Background: an optimization exercise with open tools, aiming at small area and a short achievable clock period. Do not read the settings as production practice.
In this exercise RTL edits were held to simulation tests only and were not proved equivalent to the original.
No activity file was given, so power comes from the tool's default toggle rates.

## flow/design.v (module list and top-level ports; edited modules follow where they fit)
// module twiddle_gen: 75 lines
// module cmplx_mult_scale: 1954 lines
// module csa_fa: 10 lines
// module csa_ha: 9 lines
// module twiddle_mult: 26 lines
module twiddle_mult
#(
    parameter int DATA_W    = 32,
    parameter int START_CNT = 64
) (
    input  logic              clk,
    input  logic              rst_n,
    input  logic [7:0]        cnt,
    input  logic [DATA_W-1:0] data_in,
    output logic [DATA_W-1:0] data_out
);
  // ...
==> flow/run.sh <==
#!/bin/bash
# synth_recipe.tcl (not shown) runs the flow's synth.tcl, then flattens the netlist and writes it again
# the make line also repeats each setting of config.mk as NAME=value (left out here)
make -C /OpenROAD-flow-scripts/flow DESIGN_CONFIG=/design/flow/config.mk WORK_HOME=/design/flow/orfs CLKGATE_MAP_FILE= SYNTH_SCRIPT=/design/flow/synth_recipe.tcl finish
==> flow/config.mk <==
export PLATFORM = sky130hd
export DESIGN_NAME = twiddle_mult
export DESIGN_NICKNAME = twiddle_mult
export VERILOG_FILES = /design/flow/design.v
export SDC_FILE = /design/flow/constraint.sdc
export NUM_CORES = 4
export LEC_CHECK = 0
export CAP_MARGIN = 20
export CORE_MARGIN = 2
export CORE_UTILIZATION = 40
export SLEW_MARGIN = 20
export SYNTH_HIERARCHICAL = 1
export SYNTH_MINIMUM_KEEP_SIZE = 0
==> flow/constraint.sdc <==
create_clock -name core_clock -period 8.0 [get_ports {clk}]
set_input_delay 1.6000 -clock core_clock [delete_from_list [all_inputs] [get_ports {clk}]]
set_output_delay 1.6000 -clock core_clock [all_outputs]
set_load 0.01 [all_outputs]
==> summary.md, run 1 <==
| Metric | Value |
|---|---|
| Non-clk bufs | between 100 and 150 |
| Logic gate share of total power | 0.804 |
| Fraction of area in multi-input gates | 0.799 |
| Fin Setup TNS | 0 ns |
| Final non-clock buffer share | 0.0596 |
| Critical path capture point | i_cmplx_mult_scale.re_yq[9] |
| Max Cap Violations | 0 |
| Leakage | ~7.7 nW |
| Initial DRC Count | 1629 |
| Placed cells | 2483 |
| Worst endpoint data arrival time | 6.11 ns |
| Setup crit end kind | register |
| TritonCTS clock tree | built |
| Total GRT Usage | 0.252 |
| Int Pwr | 0.00365 W |
| Hold_sp | i_twiddle_gen.idx_q[3] |
| Inverter count | 17 |
| Final global-route overflow total | 0 |
| Sw Pwr | 0.00336 W |
| Core area | 46700 um^2 |
| Top cell category | multi-input gates |
| Min Tclk post-route | 5.85 ns |
| DIE HEIGHT | 222 um |
| DR WL met2 | 28.1 mm |
| Top pwr grp | combinational logic |
| Largest net degree at the start of global routing | 37 |
| Top-Level Pins | 74 |
| Status | complete, no violations |
==> run 2, diff against run 1 <==
--- a/flow/config.mk
+++ b/flow/config.mk
@@ -8,6 +8,8 @@
 export CAP_MARGIN = 20
 export CORE_MARGIN = 2
 export CORE_UTILIZATION = 40
+export SETUP_SLACK_MARGIN = 3
 export SLEW_MARGIN = 20
 export SYNTH_HIERARCHICAL = 1
 export SYNTH_MINIMUM_KEEP_SIZE = 0
+export TNS_END_PERCENT = 100
==> run 2 against run 1 <==
Still clean on timing, DRC and antenna. Cell area grew 3.2%. Maximum frequency grew 17%. Register-to-register slack gained 1.0 ns. Final cell count grew 1.8%. Hold slack lost 0.064 ns. Sequential power is essentially flat. Clock power is essentially flat. Utilization grew 1.4 points. Combinational power grew 1%. Setup slack gained 0.86 ns. Highest routed layer unchanged.
==> summary.md, run 2 <==
| Metric | Value |
|---|---|
| Area grow syn2layout | 12.4% |
| Peak VDD IR | approximately 180 uV |
| Required @ worst endpoint | 8.26 ns |
| Setup crit end kind | register |
| Cell Chain, Critical Path | clkdlybuf4s50_1 -> buf_4 -> a22oi_1 -> xnor2_1 -> fa_1 -> fa_1 -> fa_1 -> fa_1 -> fa_1 |
| Leakage | 8.00 nW (+4.4%) |
| Die Width | 222 um |
| Post-DP HPWL | 43.6 mm |
| Initial antenna violation count | 1 |
| Vias in the first global route | about 17000 |
| First-pass GRT wire length | 98.2 mm |
| Most frequent cells in the layout | xnor2_1 (382), fa_1 (329), a22oi_1 (304) |
| Fin Setup TNS | 0 ns (unchanged) |
| Vias per cell | 6.20 |
| Total GRT Usage | 0.259 (+0.00676) |
| Period utilisation layout | 0.623 |
| Number of port buffers | 73 |
| Clock skew | 0.0150 ns |
| Initial DRC Count | 1595 (-2.1%) |
| Clock root cell | clkbuf_16 |
| Top-Level Pins | 74 (unchanged) |
| Clock Latency Late Sink | 0.38 ns |
| Max Slew Vio Count | 0 |
| Core area | 46700 um^2 (unchanged) |
| Hold Buf Count CTS | 0 |
| Share of layout cells above drive strength 1 | 0.109 |
| GP Congestion | between 0.9 and 1 |
| Final global-route overflow total | 0 (unchanged) |
| # rows | 79 |
| DIE HEIGHT | 222 um (unchanged) |
| CTS sink cnt | 88 |
| Syn Inst Count | 1945 |
| Mean post-synth cell area | 9.75 um^2 |
| Syn. warnings | 8 |
| Hold violation total from the final report | 0 |
| Starting Density | 0.407 |
| Fill count | 4491 |
| Via count | ~16000 |
| Crit-path slowest cell | fa_1 |
| Ant. Diodes | 0 |
| Netlist Area Pre-Place | 19000 um^2 |
| Worst min-delay path class | register to register |
| Final ANT Viol Nets | 0 |
| WL final | 63.0 mm |
| Crit path max-delay family | adder cells |
| PD cells | 332 nW/um^2 |
| Buffer depth of the longest clock path | 2 |
| DRT Pass-1 Iters | 17 |
| Final Cell Area | 21300 um^2 |
| Worst-path clk slew | 0.08 ns |
| Final Setup Violations | 0 |
| Setup CP Type | input pin to register |
| Worst endpoint data arrival time | 5.25 ns (-0.86 ns) |
| Die footprint | 49200 um^2 |
| Min Tclk post-route | 4.99 ns (-0.865 ns) |
| Actual slew at the worst max-slew pin | approximately 1.1 ns |
| Most Frequent Cell on Critical Path | fa_1 |
| Worst Path Buf+Inv | 2 |
| CTS buffer count | 9 |
| Largest net degree at the start of global routing | 37 (unchanged) |
| CP Max Fanout | 22 |
| Unrepaired setup endpoints after global routing | no |
| CP Launch Type | input pin |
| Slew headroom | 0.290 |
| DR WL/cell | ~25 um |
| Crit path largest cell delay | just over 0.5 ns |
| Max frequency | 0.201 GHz |
| Max Cap Violations | 0 (unchanged) |
| Remaining DRCs | 0 |
| Most common cell after layout, fill and taps aside | xnor2_1 |
| Final nets | 2388 |
| Status | complete, no violations |
| H-Tree Level Count | 3 |
| Post-DP Area | 20300 um^2 |
| TritonCTS clock tree | built |
-- run 2: report_power, final --
group	total (W)	leakage, nW	internal, W	switching, W
Combinational	0.00570	7.11	0.00264	0.00306
Clock	0.000490	0.153	0.000277	0.000213
Sequential	0.000886	0.741	0.000768	0.000119
-- run 2: path summary, 6_finish.rpt --
path,startpoint,to,slack [ns],cells after the start
hold reg to reg,i_twiddle_gen.idx_q[1],i_cmplx_mult_scale.im_xq[19],1.66,6
setup reg to reg,i_twiddle_gen.idx_q[3],i_cmplx_mult_scale.re_yq[14],3.16,11
setup / recovery,data_in[26],i_cmplx_mult_scale.re_yq[11],3.01,9
hold / removal,i_twiddle_gen.idx_q[1],i_cmplx_mult_scale.im_xq[19],1.66,6
-- run 2: per-stage QoR --
step | setup WS (ns) | cells | power, W | utilization | hold slack (ns)
6_report | 3.01 | 2545 | 0.00708 | 0.457 | 1.66
5_1_grt | 3.01 | 2545 | 0.00793 | 0.457 | 1.75
4_1_cts | 3.01 | 2528 | 0.00715 | 0.451 | 1.69
3_5_place_dp | 2.11 | 2483 | 0.00661 | 0.436 | 1.67
3_3_place_gp | 2.21 | 2483 | 0.00640 | 0.436 | 1.65
2_1_floorplan | 3.40 | 1954 | 0.00477 | - | 1.33
-- run 2: worst register-to-register path, cell delays in order (launching register included) --
cell	delay, ns
dfxtp_2	0.43
inv_2	0.49
a21oi_1	0.16
a2111oi_4	0.48
buf_4	0.38
a22oi_1	0.14
xnor2_1	0.26
fa_1	0.49
fa_1	0.47
fa_1	0.45
fa_1	0.54
fa_1	0.43
-- run 2: metal layers --
metal  global-route usage  part of all wire
met1                0.341              0.40
met5                    0           0.00017
met2                0.413              0.46
met3               0.0639              0.11
met4               0.0968             0.039
-- run 2: layout make-up --
cell class / count / area, um^2 / share of cell area
inverter: 17 / 67.6 / 0.00317
multi-input combinational: 1634 / 16700 / 0.785
sequential: 88 / 1770 / 0.0831
clock buffer: 9 / 225 / 0.0106
timing repair buffer: 183 / 1650 / 0.0775
tap: 607 / 759 / 0.0356
clock inverter: 7 / 101 / 0.00475
-- run 2: what timing repair did --
action                                  in CTS  in global routing
endpoints found under the hold margin        0                  0
gates resized for setup                     53                 34
gates cloned                                 3                  1
pin swaps                                   14                  7
endpoints found under the setup margin      69                 61
buffers inserted                            26                 16

==> static timing again, ports no longer ideal <==
Ports are ideal in the flow. The routed layouts listed here were re-timed in OpenROAD. Step 1 assumes that a clkbuf_16 drives the clock port and a buf_2 every other input. Step 2 also shifts input and output timing later by t, the mid clock arrival at the registers, as if the neighbouring blocks saw the same clock. Three values: ideal ports, drivers, drivers and shift; two values: the first two.
run	shift t [ns]	setup slack, ns	worst setup path after step 2	slew at the worst register clock pin (ns)	worst data-port slew with drivers (ns)
run 1	0.427	2.149 / 2.149 / 2.080	input to register	0.08 / 0.08	0.08
run 2	0.428	3.014 / 3.047 / 2.618	input to register	0.08 / 0.08	0.08
After both steps every run listed still meets setup and hold. The setup slack of run 2, which loses most, moves by +0.033 ns with the drivers and by -0.396 ns with both steps.
